Background: an optimization exercise with open tools, aiming at small area, a short achievable clock period and few clock cycles. Do not read the settings as production practice. Function was checked by simulation only, so behaviour that the tests miss may differ from the original. No activity file was given, so power comes from the tool's default toggle rates.

[design.v]
`timescale 1ns/100ps
package isaPkg;
  typedef enum logic [6:0] {
    OP_R      = 7'b0110011,
    OP_IMM    = 7'b0010011,
    OP_LOAD   = 7'b0000011,
    OP_STORE  = 7'b0100011,
    OP_BRANCH = 7'b1100011,
    OP_JAL    = 7'b1101111
  } opcodeT;
  typedef logic [2:0] funct3T;
  localparam funct3T F3_ADD_SUB = 3'b000;
  localparam funct3T F3_SLL     = 3'b001;
  localparam funct3T F3_SLT     = 3'b010;
  localparam funct3T F3_SLTU    = 3'b011;
  localparam funct3T F3_XOR     = 3'b100;
  localparam funct3T F3_SRL_SRA = 3'b101;
  localparam funct3T F3_OR      = 3'b110;
  localparam funct3T F3_AND     = 3'b111;
  localparam funct3T F3_BEQ  = 3'b000;
  localparam funct3T F3_BNE  = 3'b001;
  localparam funct3T F3_BLT  = 3'b100;
  localparam funct3T F3_BGE  = 3'b101;
  localparam funct3T F3_BLTU = 3'b110;
  localparam funct3T F3_BGEU = 3'b111;
  localparam funct3T F3_MEM_B  = 3'b000;
  localparam funct3T F3_MEM_H  = 3'b001;
  localparam funct3T F3_MEM_W  = 3'b010;
  localparam funct3T F3_MEM_BU = 3'b100;
  localparam funct3T F3_MEM_HU = 3'b101;
  localparam logic [6:0] F7_ALT = 7'b0100000;  
  typedef enum logic [3:0] {
    ALU_ADD, ALU_SUB, ALU_XOR, ALU_OR, ALU_AND, ALU_SLL, ALU_SRL, ALU_SRA,
    ALU_SLT, ALU_SLTU, ALU_BLT, ALU_BLTU
  } aluOpT;
  typedef enum logic [1:0] {
    CLASS_REG_IMM = 2'b00,
    CLASS_ADDR    = 2'b01,
    CLASS_BRANCH  = 2'b10
  } aluClassT;
endpackage
`timescale 1ns/100ps
package pipePkg;
  typedef struct packed {
    logic regWrite;
    logic memRead;
    logic memWrite;
    logic memToReg;
    logic aluSrc;
    logic branch;
    logic jump;
    logic [1:0] aluClass;
  } ctrlT;
  typedef struct packed {
    logic [32-1:0] pc;
    logic [31:0] instr;
  } ifIdT;
  typedef struct packed {
    ctrlT ctrl;
    logic [32-1:0] pc;
    logic [32-1:0] rs1Data;
    logic [32-1:0] rs2Data;
    logic [32-1:0] imm;
    logic [5-1:0] rs1;
    logic [5-1:0] rs2;
    logic [5-1:0] rd;
    logic [2:0] funct3;
    logic [6:0] funct7;
  } idExT;
  typedef struct packed {
    ctrlT ctrl;
    logic [32-1:0] aluResult;
    logic [32-1:0] storeData;
    logic [32-1:0] branchTarget;
    logic branchTaken;
    logic [2:0] funct3;
    logic [5-1:0] rd;
  } exMemT;
  typedef struct packed {
    logic regWrite;
    logic [32-1:0] writeData;
    logic [5-1:0] rd;
  } memWbT;
  localparam int IFID_W  = 64;
  localparam int IDEX_W  = 162;
  localparam int EXMEM_W = 114;
  localparam int MEMWB_W = 38;
  localparam logic [1:0] BYP_RF  = 2'd0;
  localparam logic [1:0] BYP_WB  = 2'd1;
  localparam logic [1:0] BYP_MEM = 2'd2;
endpackage
`timescale 1ns/100ps
module pipeReg #(
  parameter int W = 1
) (
  input  logic         clock,
  input  logic         rstN,
  input  logic         write,
  input  logic         bubble,
  input  logic [W-1:0] d,
  output logic [W-1:0] q
);
  always_ff @(posedge clock)
  begin
    if (!rstN || bubble)
    begin
      q <= '0;  
    end
    else if (write)
    begin
      q <= d;
    end
  end
endmodule
`timescale 1ns/100ps
module controlUnit (
  input  isaPkg::opcodeT opcode,
  input  isaPkg::funct3T funct3,
  input  logic [6:0]     funct7,
  output pipePkg::ctrlT  ctrl,
  output isaPkg::aluOpT  aluOp,
  output logic           branchOnZero,
  output logic           branchOnNonZero
);
  always_comb
  begin
    ctrl = '0;
    case (opcode)
      isaPkg::OP_R:
      begin
        ctrl.regWrite = 1'b1;
        ctrl.aluClass = isaPkg::CLASS_REG_IMM;
      end
      isaPkg::OP_IMM:
      begin
        ctrl.regWrite = 1'b1;
        ctrl.aluSrc = 1'b1;
        ctrl.aluClass = isaPkg::CLASS_REG_IMM;
      end
      isaPkg::OP_LOAD:
      begin
        ctrl.regWrite = 1'b1;
        ctrl.memRead = 1'b1;
        ctrl.memToReg = 1'b1;
        ctrl.aluSrc = 1'b1;
        ctrl.aluClass = isaPkg::CLASS_ADDR;
      end
      isaPkg::OP_STORE:
      begin
        ctrl.memWrite = 1'b1;
        ctrl.aluSrc = 1'b1;
        ctrl.aluClass = isaPkg::CLASS_ADDR;
      end
      isaPkg::OP_BRANCH:
      begin
        ctrl.branch = 1'b1;
        ctrl.aluClass = isaPkg::CLASS_BRANCH;
      end
      isaPkg::OP_JAL: ctrl.jump = 1'b1;  
      default: ctrl = '0;
    endcase
  end
  always_comb
  begin
    aluOp = isaPkg::ALU_ADD;
    case (ctrl.aluClass)
      isaPkg::CLASS_REG_IMM:
        case (funct3)
          isaPkg::F3_ADD_SUB: aluOp = (opcode == isaPkg::OP_R && funct7 == isaPkg::F7_ALT) ?
                                      isaPkg::ALU_SUB : isaPkg::ALU_ADD;  
          isaPkg::F3_SLL:     aluOp = isaPkg::ALU_SLL;
          isaPkg::F3_SLT:     aluOp = isaPkg::ALU_SLT;
          isaPkg::F3_SLTU:    aluOp = isaPkg::ALU_SLTU;
          isaPkg::F3_XOR:     aluOp = isaPkg::ALU_XOR;
          isaPkg::F3_SRL_SRA: aluOp = (funct7 == isaPkg::F7_ALT) ? isaPkg::ALU_SRA : isaPkg::ALU_SRL;
          isaPkg::F3_OR:      aluOp = isaPkg::ALU_OR;
          default:            aluOp = isaPkg::ALU_AND;
        endcase
      isaPkg::CLASS_ADDR: aluOp = isaPkg::ALU_ADD;
      isaPkg::CLASS_BRANCH:
        case (funct3)
          isaPkg::F3_BLT, isaPkg::F3_BGE:   aluOp = isaPkg::ALU_BLT;
          isaPkg::F3_BLTU, isaPkg::F3_BGEU: aluOp = isaPkg::ALU_BLTU;
          default:                          aluOp = isaPkg::ALU_SUB;  
        endcase
      default: aluOp = isaPkg::ALU_ADD;
    endcase
  end
  always_comb
  begin
    branchOnZero = 1'b0;
    branchOnNonZero = 1'b0;
    if (ctrl.branch)
    begin
      case (funct3)
        isaPkg::F3_BEQ, isaPkg::F3_BLT, isaPkg::F3_BLTU:  branchOnZero = 1'b1;
        isaPkg::F3_BNE, isaPkg::F3_BGE, isaPkg::F3_BGEU: branchOnNonZero = 1'b1;
        default: branchOnZero = 1'b0;  
      endcase
    end
  end
endmodule
`timescale 1ns/100ps
module hazardUnit (
  input logic [5-1:0] ifIdRs1,
  input logic [5-1:0] ifIdRs2,
  input logic [5-1:0] idExRd,
  input logic               idExMemRead,
  input logic [5-1:0] idExRs1,
  input logic [5-1:0] idExRs2,
  input logic [5-1:0] exMemRd,
  input logic               exMemRegWrite,
  input logic [5-1:0] memWbRd,
  input logic               memWbRegWrite,
  input logic               jump,
  input logic               branchTaken,
  output logic              writePc,
  output logic              writeIfId,
  output logic              writeIdEx,
  output logic              bubbleIfId,
  output logic              bubbleIdEx,
  output logic              bubbleExMem,
  output logic [1:0]        bypassA,
  output logic [1:0]        bypassB
);
  logic loadUse;
  logic exMemFwd;
  logic memWbFwd;
  assign loadUse = idExMemRead && (idExRd != '0) && (idExRd == ifIdRs1 || idExRd == ifIdRs2);
  assign exMemFwd = exMemRegWrite && (exMemRd != '0);
  assign memWbFwd = memWbRegWrite && (memWbRd != '0);
  always_comb
  begin
    writePc = 1'b1;
    writeIfId = 1'b1;
    writeIdEx = 1'b1;
    bubbleIfId = 1'b0;
    bubbleIdEx = 1'b0;
    bubbleExMem = 1'b0;
    if (loadUse)
    begin
      writePc = 1'b0;  
      writeIfId = 1'b0;
      bubbleIdEx = 1'b1;
    end
    else if (jump)
      bubbleIfId = 1'b1;  
    if (branchTaken)
    begin
      writePc = 1'b1;  
      bubbleIfId = 1'b1;
      bubbleIdEx = 1'b1;
      bubbleExMem = 1'b1;
    end
  end
  always_comb
  begin
    bypassA = pipePkg::BYP_RF;
    bypassB = pipePkg::BYP_RF;
    if (memWbFwd && memWbRd == idExRs1)
      bypassA = pipePkg::BYP_WB;
    if (memWbFwd && memWbRd == idExRs2)
      bypassB = pipePkg::BYP_WB;
    if (exMemFwd && exMemRd == idExRs1)
      bypassA = pipePkg::BYP_MEM;
    if (exMemFwd && exMemRd == idExRs2)
      bypassB = pipePkg::BYP_MEM;
  end
endmodule
`timescale 1ns/100ps
module alu (
  input  isaPkg::aluOpT       op,
  input  logic [32-1:0]  a,
  input  logic [32-1:0]  b,
  output logic [32-1:0]  result,
  output logic                isZero
);
  logic sLess;
  logic uLess;
  assign sLess = $signed(a) < $signed(b);
  assign uLess = a < b;
  always_comb
  begin
    case (op)
      isaPkg::ALU_ADD:  result = a + b;
      isaPkg::ALU_SUB:  result = a - b;
      isaPkg::ALU_XOR:  result = a ^ b;
      isaPkg::ALU_OR:   result = a | b;
      isaPkg::ALU_AND:  result = a & b;
      isaPkg::ALU_SLL:  result = a << b[4:0];
      isaPkg::ALU_SRL:  result = a >> b[4:0];
      isaPkg::ALU_SRA:  result = $signed(a) >>> b[4:0];
      isaPkg::ALU_SLT:  result = {{(32-1){1'b0}}, sLess};
      isaPkg::ALU_SLTU: result = {{(32-1){1'b0}}, uLess};
      isaPkg::ALU_BLT:  result = {{(32-1){1'b0}}, ~sLess};  
      isaPkg::ALU_BLTU: result = {{(32-1){1'b0}}, ~uLess};
      default:          result = a + b;
    endcase
  end
  assign isZero = (result == '0);
endmodule
`timescale 1ns/100ps
module regFile (
  input  logic               clock,
  input  logic               rstN,
  input  logic [5-1:0] readAddrA,
  input  logic [5-1:0] readAddrB,
  input  logic               writeEn,
  input  logic [5-1:0] writeAddr,
  input  logic [32-1:0] writeData,
  output logic [32-1:0] readDataA,
  output logic [32-1:0] readDataB
);
  logic [32-1:0] regs [32];
  logic wrLive;
  assign wrLive = writeEn && (writeAddr != '0);  
  always_ff @(posedge clock)
  begin
    if (!rstN)
    begin
      for (int i = 0; i < 32; i++)
        regs[i] <= '0;
    end
    else if (wrLive)
      regs[writeAddr] <= writeData;
  end
  assign readDataA = (wrLive && writeAddr == readAddrA) ? writeData : regs[readAddrA];
  assign readDataB = (wrLive && writeAddr == readAddrB) ? writeData : regs[readAddrB];
endmodule
`timescale 1ns/100ps
module memAlign (
  input  isaPkg::funct3T      funct3,
  input  logic [1:0]          addrLow,
  input  logic [32-1:0]  storeData,
  input  logic [32-1:0]  memRdata,
  output logic [32-1:0]  loadData,
  output logic [32-1:0]  laneData,
  output logic [3:0]          byteEnables
);
  logic [32-1:0] rdataShift;
  assign rdataShift = memRdata >> {addrLow, 3'b000};  
  always_comb
  begin
    case (funct3)
      isaPkg::F3_MEM_B:  loadData = {{24{rdataShift[7]}}, rdataShift[7:0]};
      isaPkg::F3_MEM_H:  loadData = {{16{rdataShift[15]}}, rdataShift[15:0]};
      isaPkg::F3_MEM_BU: loadData = {24'b0, rdataShift[7:0]};
      isaPkg::F3_MEM_HU: loadData = {16'b0, rdataShift[15:0]};
      default:           loadData = memRdata;
    endcase
  end
  always_comb
  begin
    case (funct3)
      isaPkg::F3_MEM_B:
      begin
        laneData = {4{storeData[7:0]}};  
        byteEnables = 4'b0001 << addrLow;
      end
      isaPkg::F3_MEM_H:
      begin
        laneData = {2{storeData[15:0]}};
        byteEnables = addrLow[1] ? 4'b1100 : 4'b0011;
      end
      isaPkg::F3_MEM_W:
      begin
        laneData = storeData;
        byteEnables = 4'b1111;
      end
      default:
      begin
        laneData = storeData;
        byteEnables = 4'b1111;
      end
    endcase
  end
endmodule
`timescale 1ns/100ps
module pipeCpu (
  input  logic               clock,
  input  logic               rstN,
  output logic [32-1:0] imemAddr,
  input  logic [31:0]        imemData,
  output logic [32-1:0] dmemAddr,
  output logic [32-1:0] dmemWdata,
  output logic [3:0]         dmemBe,
  output logic               dmemWe,
  input  logic [32-1:0] dmemRdata
);
  logic hzWritePc;
  logic hzWriteIfId;
  logic hzWriteIdEx;
  logic hzBubbleIfId;
  logic hzBubbleIdEx;
  logic hzBubbleExMem;
  logic [1:0] hzBypassA;
  logic [1:0] hzBypassB;
  pipePkg::ifIdT  ifIdD, ifId;
  pipePkg::idExT  idExD, idEx;
  pipePkg::exMemT exMemD, exMem;
  pipePkg::memWbT memWbD, memWb;
  logic [32-1:0] pc;
  logic [32-1:0] pcNext;
  logic [31:0] idInstr;
  isaPkg::opcodeT idOpcode;
  pipePkg::ctrlT idCtrl;
  logic [32-1:0] idImm;
  logic [32-1:0] idRs1Data;
  logic [32-1:0] idRs2Data;
  isaPkg::opcodeT exOpcode;
  isaPkg::aluOpT exAluOp;
  logic exBrZ;
  logic exBrNz;
  logic [32-1:0] fwdA;
  logic [32-1:0] fwdB;
  logic [32-1:0] aluB;
  logic [32-1:0] aluResult;
  logic aluZero;
  logic [32-1:0] loadData;
  always_comb
  begin
    if (exMem.branchTaken)
      pcNext = exMem.branchTarget;
    else if (idCtrl.jump)
      pcNext = ifId.pc + idImm;  
    else
      pcNext = pc + 4;
  end
  always_ff @(posedge clock)
  begin
    if (!rstN)
      pc <= 32'h0000_0000;
    else if (hzWritePc)
      pc <= pcNext;
  end
  assign imemAddr = pc;
  always_comb
  begin
    ifIdD.pc = pc;
    ifIdD.instr = imemData;
  end
  pipeReg #(.W(pipePkg::IFID_W)) ifIdReg (
    .clock(clock), .rstN(rstN), .write(hzWriteIfId), .bubble(hzBubbleIfId),
    .d(ifIdD), .q(ifId)
  );
  assign idInstr = ifId.instr;
  assign idOpcode = isaPkg::opcodeT'(idInstr[6:0]);
  controlUnit idCtrlUnit (
    .opcode(idOpcode), .funct3(idInstr[14:12]), .funct7(idInstr[31:25]),
    .ctrl(idCtrl), .aluOp(), .branchOnZero(), .branchOnNonZero()
  );
  always_comb
  begin
    case (idOpcode)
      isaPkg::OP_STORE:  idImm = {{20{idInstr[31]}}, idInstr[31:25], idInstr[11:7]};
      isaPkg::OP_BRANCH: idImm = {{19{idInstr[31]}}, idInstr[31], idInstr[7], idInstr[30:25],
                                  idInstr[11:8], 1'b0};
      isaPkg::OP_JAL:    idImm = {{11{idInstr[31]}}, idInstr[31], idInstr[19:12], idInstr[20],
                                  idInstr[30:21], 1'b0};
      default:           idImm = {{20{idInstr[31]}}, idInstr[31:20]};  
    endcase
  end
  regFile regs (
    .clock(clock), .rstN(rstN),
    .readAddrA(idInstr[19:15]), .readAddrB(idInstr[24:20]),
    .writeEn(memWb.regWrite), .writeAddr(memWb.rd), .writeData(memWb.writeData),
    .readDataA(idRs1Data), .readDataB(idRs2Data)
  );
  hazardUnit hazards (
    .ifIdRs1(idInstr[19:15]), .ifIdRs2(idInstr[24:20]),
    .idExRd(idEx.rd), .idExMemRead(idEx.ctrl.memRead),
    .idExRs1(idEx.rs1), .idExRs2(idEx.rs2),
    .exMemRd(exMem.rd), .exMemRegWrite(exMem.ctrl.regWrite),
    .memWbRd(memWb.rd), .memWbRegWrite(memWb.regWrite),
    .jump(idCtrl.jump), .branchTaken(exMem.branchTaken),
    .writePc(hzWritePc), .writeIfId(hzWriteIfId), .writeIdEx(hzWriteIdEx),
    .bubbleIfId(hzBubbleIfId), .bubbleIdEx(hzBubbleIdEx), .bubbleExMem(hzBubbleExMem),
    .bypassA(hzBypassA), .bypassB(hzBypassB)
  );
  always_comb
  begin
    idExD.ctrl = idCtrl;
    idExD.pc = ifId.pc;
    idExD.rs1Data = idRs1Data;
    idExD.rs2Data = idRs2Data;
    idExD.imm = idImm;
    idExD.rs1 = idInstr[19:15];
    idExD.rs2 = idInstr[24:20];
    idExD.rd = idInstr[11:7];
    idExD.funct3 = idInstr[14:12];
    idExD.funct7 = idInstr[31:25];
  end
  pipeReg #(.W(pipePkg::IDEX_W)) idExReg (
    .clock(clock), .rstN(rstN), .write(hzWriteIdEx), .bubble(hzBubbleIdEx),
    .d(idExD), .q(idEx)
  );
  always_comb
  begin
    if (idEx.ctrl.branch)
      exOpcode = isaPkg::OP_BRANCH;
    else if (idEx.ctrl.aluClass == isaPkg::CLASS_ADDR)
      exOpcode = isaPkg::OP_LOAD;
    else if (idEx.ctrl.aluSrc)
      exOpcode = isaPkg::OP_IMM;
    else
      exOpcode = isaPkg::OP_R;
  end
  controlUnit exCtrlUnit (
    .opcode(exOpcode), .funct3(idEx.funct3), .funct7(idEx.funct7),
    .ctrl(), .aluOp(exAluOp), .branchOnZero(exBrZ), .branchOnNonZero(exBrNz)
  );
  always_comb
  begin
    case (hzBypassA)
      pipePkg::BYP_MEM: fwdA = exMem.aluResult;
      pipePkg::BYP_WB:  fwdA = memWb.writeData;
      default:          fwdA = idEx.rs1Data;
    endcase
    case (hzBypassB)
      pipePkg::BYP_MEM: fwdB = exMem.aluResult;
      pipePkg::BYP_WB:  fwdB = memWb.writeData;
      default:          fwdB = idEx.rs2Data;
    endcase
  end
  assign aluB = idEx.ctrl.aluSrc ? idEx.imm : fwdB;
  alu exAlu (
    .op(exAluOp), .a(fwdA), .b(aluB), .result(aluResult), .isZero(aluZero)
  );
  always_comb
  begin
    exMemD.ctrl = idEx.ctrl;
    exMemD.aluResult = aluResult;
    exMemD.storeData = fwdB;
    exMemD.branchTarget = idEx.pc + idEx.imm;
    exMemD.branchTaken = (exBrZ && aluZero) || (exBrNz && !aluZero);
    exMemD.funct3 = idEx.funct3;
    exMemD.rd = idEx.rd;
  end
  pipeReg #(.W(pipePkg::EXMEM_W)) exMemReg (
    .clock(clock), .rstN(rstN), .write(1'b1), .bubble(hzBubbleExMem),
    .d(exMemD), .q(exMem)
  );
  memAlign align (
    .funct3(exMem.funct3), .addrLow(exMem.aluResult[1:0]),
    .storeData(exMem.storeData), .memRdata(dmemRdata),
    .loadData(loadData), .laneData(dmemWdata), .byteEnables(dmemBe)
  );
  assign dmemAddr = {exMem.aluResult[32-1:2], 2'b00};  
  assign dmemWe = exMem.ctrl.memWrite;
  always_comb
  begin
    memWbD.regWrite = exMem.ctrl.regWrite;
    memWbD.writeData = exMem.ctrl.memToReg ? loadData : exMem.aluResult;
    memWbD.rd = exMem.rd;
  end
  pipeReg #(.W(pipePkg::MEMWB_W)) memWbReg (
    .clock(clock), .rstN(rstN), .write(1'b1), .bubble(1'b0),
    .d(memWbD), .q(memWb)
  );
endmodule
[run.sh]
#!/bin/bash
# synth_recipe.tcl (not shown) runs the flow's synth.tcl, then flattens the netlist and writes it again
# the make line also repeats each setting of config.mk as NAME=value (left out here)
make -C /OpenROAD-flow-scripts/flow DESIGN_CONFIG=/design/flow/config.mk WORK_HOME=/design/flow/orfs CLKGATE_MAP_FILE= SYNTH_SCRIPT=/design/flow/synth_recipe.tcl finish
[config.mk]
export PLATFORM = sky130hd
export DESIGN_NAME = pipeCpu
export DESIGN_NICKNAME = pipeCpu
export VERILOG_FILES = /design/flow/design.v
export SDC_FILE = /design/flow/constraint.sdc
export NUM_CORES = 4
export LEC_CHECK = 0
export CAP_MARGIN = 20
export CORE_MARGIN = 2
export CORE_UTILIZATION = 40
export SLEW_MARGIN = 20
[constraint.sdc]
create_clock -name core_clock -period 9.0 [get_ports {clock}]
set_input_delay 1.8000 -clock core_clock [delete_from_list [all_inputs] [get_ports {clock}]]
set_output_delay 1.8000 -clock core_clock [all_outputs]
set_load 0.01 [all_outputs]
==> results by group <==
Routing
  • Starting DRT DRC Count: 7378
  • DR WL/cell: 32.5 um
  • Post-DRT Antenna Nets: 0
  • DRT Pass-1 Iters: 6
  • DRC Markers: 0
  • Vias per inst: 6.25
  • Post-Route WL: 308000 um
  • DR vias: 59200

Die
  • Starting Density: 40.3%
  • Site row count: 164
  • Die height: 453 um
  • Die Area: 0.205 mm^2
  • Core area: 0.200 mm^2
  • Die W: 453 um
  • # IOs: 167

Critical path
  • CP Class: reg -> reg
  • Worst-path fanout max: 19
  • Crit path depth: 25
  • Buf/Inv on CP: 2
  • Reg2reg path depth: 25
  • Slowest-stage cell, CP: a2111oi_0
  • Arr. time, crit path: 9.09 ns
  • Worst Setup End Kind: register
  • Crit-path leading delay family: simple AND/OR/NAND/NOR gates
  • Crit path required time: 9.77 ns
  • CP max stage delay: 0.76 ns
  • Most frequent CP cell: or4_1
  • CP Launch Type: register

Job
  • MaxCap Viol Count: 0

GRT
  • Largest net degree at the start of global routing: 118
  • Initial antenna violation count: 13
  • Total gr overflow: 0
  • GRT Resource Usage Total: 29.5%
  • Global-route wire length before repair: 435000 um
  • Number of global-route vias before repair: 58700

Finish
  • Fin util: 45.2%
  • Fill count: 18100
  • Nets: 6912
  • FF/Latch Area: 0.0385 mm^2
  • Layout cells sized above 1: 18.2%
  • Area of the multi-input gates: 0.0398 mm^2
  • P&R area growth vs syn: 12.1%

Power
  • Leak: 32.2 nW
  • Maximum vdd drop: 0.000242 V
  • Power per cell area: 186 mW/mm^2
  • Total Power: 0.0169 W

Clock network
  • Clock tree from TritonCTS: yes
  • Clock Latency Late Sink: 0.86 ns
  • CTS max path bufs: 3
  • Clk root buf: clkbuf_16
  • Setup Buffers After CTS: 0
  • H-tree Lvls: 4
  • CTS Hold Bufs: 0
  • Worst-path clk slew: 0.06 ns
  • Clock sink total: 1408
  • TritonCTS Buffers: 159
  • Gates resized, CTS repair: 0

Synth
  • Synth cell types: 93
  • Seq/Total Area, Yosys: 47.6%
  • Post-synth EDFFs: 1024
  • Syn_area_per_cell: 11.9 um^2
  • Synth Register Bits: 1408
  • Synth Instances: 6792
  • Post-Syn Area: 0.0807 mm^2
  • Post-synth ARST share: 0%
  • Synth Flop Type: edfxtp_1
  • Ys Warns: 10

STA
  • Worst slew margin: 17.2%
  • Slew Limit Fails: 0
  • Min cycle time layout: 8.32 ns
  • Final Hold Viols: 0
  • RSZ-0062 raised after global routing: false
  • Highest clock rate: 0.120 GHz
  • Final setup viols: 0
  • Tcrit/Tclk final: 92.5%
  • Hold WS: 0.451 ns
  • Least-Margin Pin Slew: 1.24 ns
  • Clock skew: 0.0571 ns
  • TNS Setup: 0 ns

Worst hold path
  • HP Class: reg -> reg
  • Hold Path Stages: 2

Placed design
  • PortBufs: 164
  • Routability cong.: 1.00
  • Post-DP HPWL: 203000 um

Run status
  • Status: finished clean
## where the power goes
group          switching [W]  leakage [nW]  total, W  internal (W)
logic                0.00188          16.0   0.00294       0.00106
clock network        0.00288          2.45   0.00644       0.00356
registers           0.000267          13.7   0.00747       0.00721
total                0.00503          32.2    0.0169        0.0118
## flip-flops by register name, summed over array words and instances, names as in the netlist
signal,cells
exMemReg.q,108
idExReg.q,142
ifIdReg.q,64
memWbReg.q,38
pc,32
regs.regs,1024
## routing by layer
metal / vias to the layer above / track usage (%) / share of wire, %
met1: 30300 / 37.9 / 39
met5: - / 0 / 0.015
met4: 6 / 12.6 / 4.6
met2: 2893 / 49.1 / 49
met3: 604 / 5.14 / 7.9
li1: 25400 / - / -
## per-stage QoR
stage / std cells / worst slack, ns / instance area, um^2
floorplan: 6825 / 1.88 / 80800
global placement: 9176 / 0.898 / 85400
detailed placement: 9176 / 0.919 / 85400
CTS: 9464 / 0.876 / 90500
global route: 9465 / 0.284 / 90500
finish: 9468 / 0.677 / 90500
## synthesized netlist by cell type, types with 160 or more instances
cell / number / area, um^2
edfxtp_1: 1024 / 30700
mux2i_1: 216 / 2160
o21ai_0: 247 / 1240
nor3_1: 347 / 1740
dfxtp_1: 384 / 7690
a21oi_1: 340 / 1700
and2_1: 738 / 4620
ha_1: 160 / 2000
nand2_1: 316 / 1190
mux4_2: 641 / 14400
nor2_1: 460 / 1730
clkbuf_1: 532 / 2000
## final cells by class
class | instances | share of cell area [%]
repair buffers | 377 | 3.65
diodes | 3 | 0.00829
clock inverters | 76 | 0.845
well taps | 2656 | 3.67
clock buffers | 212 | 4.78
flip-flops and latches | 1408 | 42.5
multi-input cells | 4596 | 44.0
inverters | 140 | 0.583
## placed cells by master, fill, tap and decap left out, types with 130 or more instances in the layout
cell type,synthesis,routed
mux4_2,641,641
clkdlybuf4s50_1,0,163
nor2_1,460,423
inv_1,133,130
and2_1,738,738
dfxtp_1,384,371
clkbuf_16,0,161
a21oi_1,340,340
mux2i_1,216,216
nor3_1,347,346
ha_1,160,160
o21ai_0,247,217
nand2_1,316,310
buf_4,40,208
edfxtp_1,1024,1024
## worst paths after layout
kind	from	to	slack, ns
min	exMemReg.q[34]	pc[25]	0.45
min reg2reg	exMemReg.q[34]	pc[25]	0.45
max reg2reg	exMemReg.q[0]	exMemReg.q[8]	0.68
max	exMemReg.q[0]	exMemReg.q[8]	0.68
## cell families after synthesis
kind of cell / Yosys count / synth area share (%)
other: 1 / 0.00465
xor gates and xnor gates: 112 / 1.22
DFF: 1408 / 47.6
and+or+nand+nor: 2257 / 14.5
AOI/OAI and AO/OA: 1147 / 9.09
muxes: 882 / 20.9
buffers and inverters: 821 / 4.04
adders and majority gates: 164 / 2.58
## worst reg2reg max path, cell delays in order (launching register included)
cell and delay [ns]:
dfxtp_1 0.35, or4_1 0.59, o211ai_2 0.40, nor2_1 0.11, buf_4 0.17, or2_1 0.44
o221ai_1 0.48, ha_1 0.26, inv_1 0.07, fa_1 0.47, a21o_1 0.21, and4_1 0.22
nor3_1 0.41, a211oi_1 0.24, nor4_1 0.53, nor2_1 0.14, a21oi_1 0.18, o22ai_1 0.09
a2111oi_0 0.76, nand2_1 0.13, o21ai_0 0.24, nand4_1 0.13, or4_1 0.51, or4_1 0.60
or3_1 0.37, a21oi_1 0.15
Testbench counts, summed over its fixed seeds: cycles 53,433.

-- what the ideal ports hide --
How much do the figures lean on ideal ports? The routed layout below was timed once more, with nothing changed but the port constraints. Step 1, drivers: a clkbuf_16 drives clock and a buf_2 each remaining input, both assumed. Step 2 adds t to the input delays and takes it off the output delays; t is the mean of the earliest and latest rising clock arrival at the registers after step 1. Input paths then give back, and output paths get back, about the clock's delay inside the block. a / b / c = no drivers / after step 1 / after step 2; a / b = the first two.
shift t [ns]: 0.907
slack for setup (ns): 0.677 / 0.677 / 0.677
hold WS [ns]: 0.451 / 0.451 / 0.451
worst register clock-pin slew, ns: 0.07 / 0.07
worst slew at a driven data input, ns: 0.06
After both steps this run still meets setup and hold. The setup slack of this run moves by 0.000 ns with the drivers and by 0.000 ns with both steps.
